Source: an optimization exercise on an open RTL-to-GDS flow (aim: small area, a short achievable clock period and few clock cycles per item). Production flows keep margins and buffers that such runs may drop.
In this exercise RTL edits were held to simulation tests only and were not proved equivalent to the original.
Power figures rest on the tool's default switching activity, not on a simulated workload.

==> flow/design.v <==
`default_nettype none
package tpq_pkg;
	typedef enum logic {
		OP_ENQ = 1'b0,
		OP_DEQ = 1'b1
	} op_t;
	typedef enum logic [1:0] {
		ST_OK    = 2'd0,
		ST_FULL  = 2'd1,
		ST_EMPTY = 2'd2
	} status_t;
	typedef struct packed {
		logic [7:0]  prio;
		logic [15:0] arrival;
		logic [15:0] service;
		logic [7:0]  dev;
	} entry_t;
	typedef struct packed {
		logic enq;
		logic deq;
	} ctrl_t;
endpackage
`default_nettype wire
`default_nettype none
module tpq_cell (
	input  wire logic            clk,
	input  wire logic            we,
	input  wire tpq_pkg::entry_t new_entry,
	input  wire logic [23:0]     new_key_x,  
	output tpq_pkg::entry_t      slot_q,
	output logic                 ahead
);
	tpq_cmp u_cmp (
		.sp (slot_q.prio),
		.sa (slot_q.arrival),
		.xp (new_key_x[23:16]),
		.xa (new_key_x[15:0]),
		.gt (ahead)
	);
	always_ff @(posedge clk) begin
		if (we) begin
			slot_q <= new_entry;
		end
	end
endmodule
module tpq_cmp (
	input  wire logic [7:0]  sp,
	input  wire logic [15:0] sa,
	input  wire logic [7:0]  xp,
	input  wire logic [15:0] xa,
	output logic             gt
);
	logic [7:0]  pg0, pe0;
	logic [3:0]  pg1, pe1;
	logic [1:0]  pg2, pe2;
	logic        pg3, pe3;
	logic [15:0] aw0, ae0;
	logic [7:0]  aw1, ae1;
	logic [3:0]  aw2, ae2;
	logic [1:0]  aw3, ae3;
	logic        aw4, ae4;
	assign pg0 = sp & xp;
	assign pe0 = sp ^ xp;
	assign aw0 = sa & xa;
	assign ae0 = sa ^ xa;
	always_comb begin
		for (int k = 0; k < 4; k++) begin
			pg1[k] = pg0[2*k+1] | (pe0[2*k+1] & pg0[2*k]);
			pe1[k] = pe0[2*k+1] & pe0[2*k];
		end
		for (int k = 0; k < 2; k++) begin
			pg2[k] = pg1[2*k+1] | (pe1[2*k+1] & pg1[2*k]);
			pe2[k] = pe1[2*k+1] & pe1[2*k];
		end
		pg3 = pg2[1] | (pe2[1] & pg2[0]);
		pe3 = pe2[1] & pe2[0];
		for (int k = 0; k < 8; k++) begin
			aw1[k] = aw0[2*k+1] | (ae0[2*k+1] & aw0[2*k]);
			ae1[k] = ae0[2*k+1] & ae0[2*k];
		end
		for (int k = 0; k < 4; k++) begin
			aw2[k] = aw1[2*k+1] | (ae1[2*k+1] & aw1[2*k]);
			ae2[k] = ae1[2*k+1] & ae1[2*k];
		end
		for (int k = 0; k < 2; k++) begin
			aw3[k] = aw2[2*k+1] | (ae2[2*k+1] & aw2[2*k]);
			ae3[k] = ae2[2*k+1] & ae2[2*k];
		end
		aw4 = aw3[1] | (ae3[1] & aw3[0]);
		ae4 = ae3[1] & ae3[0];
	end
	assign gt = pg3 | (pe3 & !aw4 & !ae4);
endmodule
`default_nettype wire
`default_nettype none
module task_priority_queue
#(
	parameter int QUEUE_DEPTH = 16
) (
	input  wire logic        clk,
	input  wire logic        arst_n,
	input  wire logic        req_valid,
	output      logic        req_ready,
	input  wire logic        req_operation,
	input  wire logic [7:0]  req_priority_req,
	input  wire logic [15:0] req_arrive_tick,
	input  wire logic [15:0] req_run_cycles,
	input  wire logic [7:0]  req_owner_tag,
	output      logic        rsp_valid,
	input  wire logic        rsp_ready,
	output      logic [1:0]  rsp_status,
	output      logic        rsp_task_valid,
	output      logic [7:0]  rsp_out_priority,
	output      logic [15:0] rsp_out_arrive_tick,
	output      logic [15:0] rsp_out_run_cycles,
	output      logic [7:0]  rsp_out_owner_tag,
	output      logic [4:0]  rsp_occupancy
);
	localparam int N  = QUEUE_DEPTH;
	localparam int CW = $clog2(QUEUE_DEPTH + 1);
	logic [CW-1:0]   count_q;
	logic [N-1:0]    valid_q;
	logic [N-1:0]    alloc_q;      
	logic [N*48-1:0] slot_v;       
	logic [N-1:0]    ahead;        
	logic [N-1:0][N-1:0] bef_q;    
	logic [N-1:0]    head;         
	logic [N-1:0]    we;
	logic [N-1:0]    valid_next;
	logic [N-1:0]    alloc_next;
	logic            res_v_q;
	tpq_pkg::status_t res_status_q;
	logic            res_tvalid_q;
	logic [CW-1:0]   res_occ_q;
	logic [N-1:0]    res_sel_q;    
	logic            ovalid_q;
	tpq_pkg::status_t status_q;
	logic            tvalid_q;
	logic [CW-1:0]   occ_q;
	tpq_pkg::entry_t oentry_q;
	tpq_pkg::entry_t sel_entry;
	logic            adv, fire, is_full, is_empty, enq, deq;
	logic [CW-1:0]   count_next;
	tpq_pkg::entry_t new_entry;
	logic [23:0]     new_key_x;
	assign adv       = !ovalid_q || rsp_ready;
	assign req_ready = !res_v_q || adv;
	assign fire      = req_valid && req_ready;
	assign is_full   = count_q[CW-1];
	assign is_empty  = (count_q == '0);
	assign enq       = fire && (tpq_pkg::op_t'(req_operation) == tpq_pkg::OP_ENQ) && !is_full;
	assign deq       = fire && (tpq_pkg::op_t'(req_operation) == tpq_pkg::OP_DEQ) && !is_empty;
	assign new_entry.prio    = req_priority_req;
	assign new_entry.arrival = req_arrive_tick;
	assign new_entry.service = req_run_cycles;
	assign new_entry.dev     = req_owner_tag;
	assign new_key_x = ~{req_priority_req, req_arrive_tick};
	assign we = enq ? alloc_q : '0;
	for (genvar i = 0; i < N; i++) begin : g_cell
		tpq_cell u_cell (
			.clk       (clk),
			.we        (we[i]),
			.new_entry (new_entry),
			.new_key_x (new_key_x),
			.slot_q    (slot_v[i*48 +: 48]),
			.ahead     (ahead[i])
		);
	end
	always_comb begin
		for (int i = 0; i < N; i++) begin
			head[i] = valid_q[i];
			for (int j = 0; j < N; j++) begin
				if (j < i) head[i] = head[i] && (!valid_q[j] || !bef_q[j][i]);
				if (j > i) head[i] = head[i] && (!valid_q[j] || bef_q[i][j]);
			end
		end
	end
	always_comb begin
		valid_next = valid_q;
		count_next = count_q;
		if (enq) begin
			valid_next = valid_q | alloc_q;
			count_next = count_q + CW'(1);
		end else if (deq) begin
			valid_next = valid_q & ~head;
			count_next = count_q - CW'(1);
		end
	end
	logic [N-1:0] alloc_enq;
	logic [N-1:0] below_alloc;
	always_comb begin
		logic seen;
		seen = 1'b0;
		for (int i = 0; i < N; i++) begin
			alloc_enq[i] = !(valid_q[i] || alloc_q[i]) && !seen;
			seen = seen || !(valid_q[i] || alloc_q[i]);
		end
		seen = 1'b1;
		for (int i = 0; i < N; i++) begin
			seen = seen && valid_q[i];
			below_alloc[i] = seen;
		end
	end
	always_comb begin
		alloc_next = alloc_q;
		if (enq) begin
			alloc_next = alloc_enq;
		end else if (deq && |(head & below_alloc)) begin
			alloc_next = head;
		end
	end
	always_ff @(posedge clk) begin
		for (int i = 0; i < N; i++) begin
			for (int j = i + 1; j < N; j++) begin
				if (enq && (alloc_q[i] || alloc_q[j])) begin
					bef_q[i][j] <= alloc_q[i] ? !ahead[j] : ahead[i];
				end
			end
		end
	end
	always_ff @(posedge clk or negedge arst_n) begin
		if (!arst_n) begin
			count_q  <= '0;
			valid_q  <= '0;
			alloc_q  <= N'(1);
			res_v_q  <= 1'b0;
			ovalid_q <= 1'b0;
		end else begin
			count_q <= count_next;
			valid_q <= valid_next;
			alloc_q <= alloc_next;
			if (fire) begin
				res_v_q <= 1'b1;
			end else if (adv) begin
				res_v_q <= 1'b0;
			end
			if (adv) begin
				ovalid_q <= res_v_q;
			end
		end
	end
	always_ff @(posedge clk) begin
		if (fire) begin
			res_tvalid_q <= deq;
			res_sel_q    <= deq ? head : '0;
			res_occ_q    <= count_next;
			if (enq || deq) begin
				res_status_q <= tpq_pkg::ST_OK;
			end else if (tpq_pkg::op_t'(req_operation) == tpq_pkg::OP_ENQ) begin
				res_status_q <= tpq_pkg::ST_FULL;
			end else begin
				res_status_q <= tpq_pkg::ST_EMPTY;
			end
		end
	end
	always_comb begin
		sel_entry = '0;
		for (int i = 0; i < N; i++) begin
			sel_entry = sel_entry | (slot_v[i*48 +: 48] & {48{res_sel_q[i]}});
		end
	end
	always_ff @(posedge clk) begin
		if (adv && res_v_q) begin
			status_q <= res_status_q;
			tvalid_q <= res_tvalid_q;
			occ_q    <= res_occ_q;
			oentry_q <= sel_entry;
		end
	end
	assign rsp_valid           = ovalid_q;
	assign rsp_status          = status_q;
	assign rsp_task_valid      = tvalid_q;
	assign rsp_out_priority    = oentry_q.prio;
	assign rsp_out_arrive_tick = oentry_q.arrival;
	assign rsp_out_run_cycles  = oentry_q.service;
	assign rsp_out_owner_tag   = oentry_q.dev;
	assign rsp_occupancy       = occ_q;
endmodule
`default_nettype wire
make LEC_CHECK=0 CAP_MARGIN=20 CORE_MARGIN=2 CORE_UTILIZATION=40 CTS_BUF_LIST='sky130_fd_sc_hd__clkbuf_4 sky130_fd_sc_hd__clkbuf_8' SETUP_SLACK_MARGIN=1.0 SLEW_MARGIN=20 SYNTH_HIERARCHICAL=1 SYNTH_MINIMUM_KEEP_SIZE=0 finish   # period 3.7 ns
run.sh (not shown) runs the stock make flow with config.mk's settings and CLKGATE_MAP_FILE= SYNTH_SCRIPT=/design/flow/synth_recipe.tcl, a recipe that flattens the netlist after the stock synthesis.
Testbench counts at the start, summed over its fixed seeds: cycles 12,016, items 12,000.
Rerun with:
- CORE_UTILIZATION: 40 -> 60
- CTS_BUF_LIST: sky130_fd_sc_hd__clkbuf_4 sky130_fd_sc_hd__clkbuf_8 -> not set
Final cell count goes down by 12%.
Core utilization came out higher by 24 points.
Non-clock buffer count fell by 22.
Combinational power increases by 5.4%.
Setup slack improved by 0.025 ns.
Rerun with:
- CORE_UTILIZATION: 60 -> 40
After rerunning:
- die area increases by 49%
- via count decreases by 5.3%
- clock-buffer cell count increases by 11
- sequential cell count is unchanged

========
run a:
RTL: the design.v shown in full above, as it stands there.
clock: 3.7 ns
lec_check: 0
cap_margin: 20
core_margin: 2
core_utilization: 60
setup_slack_margin: 1.2
slew_margin: 20
synth_hierarchical: 1
synth_minimum_keep_size: 0
Testbench counts of run a, summed over its fixed seeds: cycles 12,016, items 12,000.
### run a -> run b
Settings: changing SETUP_SLACK_MARGIN from 1.2 to 1.4; changing CORE_UTILIZATION from 60 to 40.
## What came out
Every stage of the flow completed for run b, and the final layout passed the timing, design-rule and antenna checks.
Delta (run b minus run a): end-of-flow core utilization -25 points, worst hold margin -37 ps, share of total power in combinational logic -0.6 points, clock skew +48 ps.
Sort run b and run a by total power density per cell area, ascending, and run a comes first.
In the route summary, run b ends up with a via count below that of run a.
NOTE: number of non-clock buffers in the layout in run b exceeds that of run a

========
== fjord ==
task_priority_queue, a different RTL version from the one above (not shown whole).
Size in the first run: roughly 3,300 cells after synthesis, roughly 1,000 flip-flops.
// task_priority_queue
module task_priority_queue
#(
	parameter int QUEUE_DEPTH = 16
) (
	input  wire logic        clk,
	input  wire logic        arst_n,
	input  wire logic        req_valid,
	output      logic        req_ready,
	input  wire logic        req_operation,
	input  wire logic [7:0]  req_priority_req,
	input  wire logic [15:0] req_arrive_tick,
	input  wire logic [15:0] req_run_cycles,
	input  wire logic [7:0]  req_owner_tag,
	output      logic        rsp_valid,
	input  wire logic        rsp_ready,
	output      logic [1:0]  rsp_status,
	output      logic        rsp_task_valid,
	output      logic [7:0]  rsp_out_priority,
	output      logic [15:0] rsp_out_arrive_tick,
	output      logic [15:0] rsp_out_run_cycles,
	output      logic [7:0]  rsp_out_owner_tag,
	output      logic [4:0]  rsp_occupancy
);
clock: 3.7 ns
lec_check: 0
cap_margin: 20
core_margin: 2
core_utilization: 40
cts_cluster_diameter: 90
cts_cluster_size: 22
setup_slack_margin: 1.5
slew_margin: 20
synth_hierarchical: 1
synth_minimum_keep_size: 0
fjord | stages: all done | timing, DRC, antenna: all pass
Testbench counts of fjord, summed over its fixed seeds: cycles 12,016, items 12,000.
#### Input delta (quartz over fjord)
-- flow/config.mk --
<<< fjord, line 12
export CTS_CLUSTER_SIZE = 22
export SETUP_SLACK_MARGIN = 1.5
export SLEW_MARGIN = 20
>>> quartz, line 12
export CTS_CLUSTER_SIZE = 22
export SETUP_SLACK_MARGIN = 1.8
export SLEW_MARGIN = 20
==> comparison <==
- quartz finished all stages; the layout is clean.
- Comparing maximum number of pins on one net before global-route repair for fjord and quartz, the smaller number came from quartz.
- Diff fjord -> quartz: count of inverters not on the clock network in the layout higher; total routing usage reported by global routing higher.
- Design area (fjord / quartz): 0.898
- The via count of the first global-routing pass in quartz was higher than what fjord gave.
- Note that the area of the multi-input gates recorded for quartz amounts to 1.10 times the value seen in fjord.
Setup changes, quartz to yarrow
-- flow/config.mk --
<<< quartz, line 12
export CTS_CLUSTER_SIZE = 22
export SETUP_SLACK_MARGIN = 1.8
export SLEW_MARGIN = 20
export SYNTH_HIERARCHICAL = 1
export SYNTH_MINIMUM_KEEP_SIZE = 0
>>> yarrow, line 12
export CTS_CLUSTER_SIZE = 22
export SETUP_SLACK_MARGIN = 1.2
export SLEW_MARGIN = 20
- Setup WNS quartz -> yarrow: worse
- STATUS final critical path time including I/O delays and setup: yarrow loses against quartz
- Delta (yarrow minus quartz): clock network fraction of total power went up 1.1 points, die area held, area fraction in and, or, nand and nor cells after synthesis went down 0.99 points, clock skew went down 0.0054 ns, final clock period utilization by the worst path went up 5.6 points.
- Taking quartz as the reference, in yarrow share of the yosys chip area belonging to registers rose by 0.16 points; power -8.1%; count of cells resized by post-cts repair now smaller.
Modified inputs, garnet compared to yarrow
-- flow/config.mk --
<<< yarrow, line 10
export CORE_UTILIZATION = 40
export CTS_CLUSTER_DIAMETER = 90
export CTS_CLUSTER_SIZE = 22
export SETUP_SLACK_MARGIN = 1.2
export SLEW_MARGIN = 20
>>> garnet, line 10
export CORE_UTILIZATION = 40
export SETUP_SLACK_MARGIN = 1.2
export SLEW_MARGIN = 20
export SYNTH_HIERARCHICAL = 1
export SYNTH_MINIMUM_KEEP_SIZE = 0
Changes observed in garnet relative to yarrow: cell count after synthesis increased by 0.64% relative to the old numbers, maximum vdd drop decreased by 12% relative to the old numbers, relative contribution of combinational cells to total power decreased by 2.5 points relative to the old numbers, number of clock buffers inserted by TritonCTS increased by 55 relative to the old numbers, detailed-routing wirelength on met1 increased by about 0.9% relative to the old numbers.
pend_v_q$_DFF_PN0_ as the launching element of the worst setup path was reported by garnet, and res_sel_q[5]$_SDFFCE_PN0P_ by yarrow.
Diff yarrow..garnet | initial core utilization | negligible
As far as share of async-settable or async-resettable flops after synthesis goes, yarrow and garnet are indistinguishable; the numbers are identical.
The higher final weighted congestion in routability-driven placement of garnet and yarrow is in yarrow.
Compared with yarrow, garnet shows a lower clock period minus final worst setup slack.
Per the final summary, garnet finished and its layout is clean on timing, DRC and antenna.
## Diff of input files: harbor against garnet
-- flow/config.mk --
<<< garnet, line 10
export CORE_UTILIZATION = 40
export SETUP_SLACK_MARGIN = 1.2
>>> harbor, line 10
export CORE_UTILIZATION = 40
export CTS_CLUSTER_DIAMETER = 90
export CTS_CLUSTER_SIZE = 22
export SETUP_SLACK_MARGIN = 1.2
harbor was carried through to the last stage, and its layout satisfied the timing, design-rule and antenna checks.
[harbor] met2 global-route usage fell 0.47 points relative to garnet
Going from garnet to harbor, quantity of gates resized following cts went up by about 15%; arrival time of the worst setup path was more or less identical; fraction of power spent switching nets went up by 1.2 points.
[compare] base=garnet new=harbor: number of non-clock buffers in the layout now larger; combinational cell fraction of total power picked up an extra 2.5 points; final cell count without fillers decreased by about 1.3% relative to the old numbers; average wire length per cell after detail routing rose 0.20 um.
Clock network power share, garnet and harbor: lower on harbor

========
== exp/raven ==
Another version of the RTL of task_priority_queue (not shown whole).
Size in the first run: roughly 110 I/O pins, ~44000 µm² of cells after synthesis.
==> flow/config.mk <==
export PLATFORM = sky130hd
export DESIGN_NAME = task_priority_queue
export DESIGN_NICKNAME = task_priority_queue
export VERILOG_FILES = /design/flow/design.v
export SDC_FILE = /design/flow/constraint.sdc
export NUM_CORES = 4
export LEC_CHECK = 0
export CAP_MARGIN = 20
export CORE_MARGIN = 2
export CORE_UTILIZATION = 50
export CTS_CLUSTER_DIAMETER = 90
export CTS_CLUSTER_SIZE = 22
export SETUP_SLACK_MARGIN = 1.7
export SLEW_MARGIN = 20
export SYNTH_HIERARCHICAL = 1
export SYNTH_MINIMUM_KEEP_SIZE = 0
==> flow/constraint.sdc <==
create_clock -name core_clock -period 3.7 [get_ports {clk}]
set_input_delay 0.7400 -clock core_clock [delete_from_list [all_inputs] [get_ports {clk}]]
set_output_delay 0.7400 -clock core_clock [all_outputs]
set_load 0.01 [all_outputs]
exp/raven finished all stages; the layout is clean.
Testbench counts of exp/raven, summed over its fixed seeds: cycles 12,016, items 12,000.
diff inputs: exp/raven => exp/willow
Settings: CORE_UTILIZATION now 40, was 50; SETUP_SLACK_MARGIN now 1.6, was 1.7.
--- outcome ---
exp/willow vs. exp/raven: total number of vias shows a reduction of 1385, worst setup slack shrank by 0.032 ns, relative slew slack now sits lower, critical path depth has increased.
For exp/delta, these inputs were changed with respect to exp/willow:
Settings: SETUP_SLACK_MARGIN: 1.6 -> 1.7; TNS_END_PERCENT: unset -> 60.
[summary]
Static power due to leakage, exp/willow and exp/delta: smaller value in exp/willow
Looking at register-to-register setup slack, exp/delta sits 0.08 ns above exp/willow.
Relative to exp/willow, met3 usage in global routing has increased by 1.6 points in exp/delta.
In exp/delta the proportion of power drawn by the clock network turned out 1.1 points lower than in exp/willow.
Higher worst setup slack goes to exp/delta over exp/willow.
Route | exp/delta vs exp/willow | wire longer in exp/delta
Comparing exp/willow and exp/delta, the higher utilization was measured on exp/delta.
exp/delta improves on exp/willow in normalized max-slew margin.
exp/delta consumes more power than exp/willow does.
Total clock buffers created by CTS for exp/delta: 1 down relative to exp/willow
Looking at non-clock buffer count, exp/delta sits 13% higher than exp/willow does.
Setup changes, exp/delta to exp/tundra
Settings: TNS_END_PERCENT: 60 -> unset; GPL_ROUTABILITY_DRIVEN: unset -> 0.
## What came out
Setup clock skew after layout (lower): exp/tundra
Row length in cells of the worst reg-to-reg path: exp/tundra lower / exp/delta higher
Routed wire in exp/tundra totals less than in exp/delta.
exp/tundra against exp/delta: filler-free cell count of the finished design has remained practically unchanged; post-route clock period utilization dropped 0.82 points; sequential share of layout area now larger; least setup slack across all paths after layout rose by 0.030 ns; global-route wire length before repair up 1.1%.
Share of the core filled with cells (higher): exp/delta
As far as setup TNS is concerned, exp/delta and exp/tundra perform about the same.
met2 global-route usage in exp/tundra is 0.30 points above exp/delta.
Input changes introduced in exp/amber (baseline for comparison: exp/tundra):
Settings: a deleted GPL_ROUTABILITY_DRIVEN that had been 0.
==> comparison <==
exp/amber against exp/tundra: power share of the combinational group decreased by 0.5 points relative to the old numbers; data required time at the worst endpoint increased by 0.15 ns relative to the old numbers; area growth from synthesis to layout decreased by 0.54 points relative to the old numbers; number of fillers in the final layout increased by about 1.8% relative to the old numbers. When exp/amber is set beside exp/tundra, its pin count of the biggest net entering global routing turns out to be about 2% larger. ~same total power in exp/tundra and exp/amber. Of exp/tundra and exp/amber, the lower data-path buffer share of cell area in the final layout belongs to exp/amber. exp/amber vs exp/tundra on final critical delay including setup and external delays: exp/amber is the lower one. exp/amber — clock network power about 2% higher, exp/tundra as reference. Clock skew was higher in exp/amber than in exp/tundra. On wire length, exp/tundra and exp/amber are neck and neck.

==> re-timing with driven ports <==
How much do the figures lean on ideal ports? The routed layouts below were timed once more, with nothing changed but the port constraints. Step 1, drivers: a clkbuf_16 drives clk and a buf_2 each remaining input, both assumed. Step 2 also shifts input and output timing later by t, the mid clock arrival at the registers, as if the neighbouring blocks saw the same clock. a / b / c = ideal ports / drivers / drivers and shift; a / b = the first two.
| run | t (ns) | slack for setup (ns) | hold slack, ns | latest minus earliest clock arrival (ns) | pins driven straight from the clock port |
|---|---|---|---|---|---|
| the first run of note 1 | 0.925 | 0.962 / 0.954 / 0.029 | 0.378 / 0.352 / 0.421 | 0.056 / 0.056 | 1 |
| the second run of note 1 | 0.766 | 0.986 / 1.004 / 0.263 | 0.416 / 0.416 / 0.416 | 0.068 / 0.068 | 1 |
| the third run of note 1 | 0.794 | 0.943 / 0.943 / 0.218 | 0.155 / 0.107 / 0.419 | 0.107 / 0.107 | 1 |
| run a | 0.762 | 1.046 / 1.050 / 0.301 | 0.205 / 0.165 / 0.415 | 0.039 / 0.039 | 1 |
| run b | 0.779 | 1.060 / 1.050 / 0.270 | 0.168 / 0.127 / 0.418 | 0.091 / 0.091 | 1 |
| fjord | 0.778 | 1.295 / 1.295 / 0.735 | 0.161 / 0.114 / 0.419 | 0.084 / 0.085 | 1 |
| quartz | 0.785 | 1.303 / 1.303 / 0.782 | 0.157 / 0.106 / 0.431 | 0.099 / 0.099 | 1 |
| yarrow | 0.776 | 1.096 / 1.096 / 0.456 | 0.357 / 0.346 / 0.357 | 0.092 / 0.092 | 1 |
| garnet | 0.790 | 1.155 / 1.155 / 0.465 | 0.153 / 0.098 / 0.421 | 0.082 / 0.082 | 1 |
| harbor | 0.773 | 1.109 / 1.109 / 0.383 | 0.156 / 0.104 / 0.425 | 0.083 / 0.083 | 1 |
| exp/raven | 0.756 | 1.557 / 1.536 / 0.947 | 0.054 / 0.004 / 0.430 | 0.036 / 0.036 | 1 |
| exp/willow | 0.777 | 1.524 / 1.509 / 0.827 | 0.023 / -0.028 / 0.414 | 0.060 / 0.060 | 1 |
| exp/delta | 0.750 | 1.535 / 1.460 / 0.955 | 0.040 / -0.010 / 0.405 | 0.056 / 0.055 | 1 |
| exp/tundra | 0.769 | 1.565 / 1.509 / 0.906 | 0.014 / -0.023 / 0.423 | 0.043 / 0.044 | 1 |
| exp/amber | 0.780 | 1.580 / 1.513 / 0.857 | 0.018 / -0.033 / 0.410 | 0.065 / 0.065 | 1 |
After both steps every run listed still meets setup and hold. The setup slack of the first run of note 1, which loses most, moves by -0.008 ns with the drivers and by -0.933 ns with both steps.
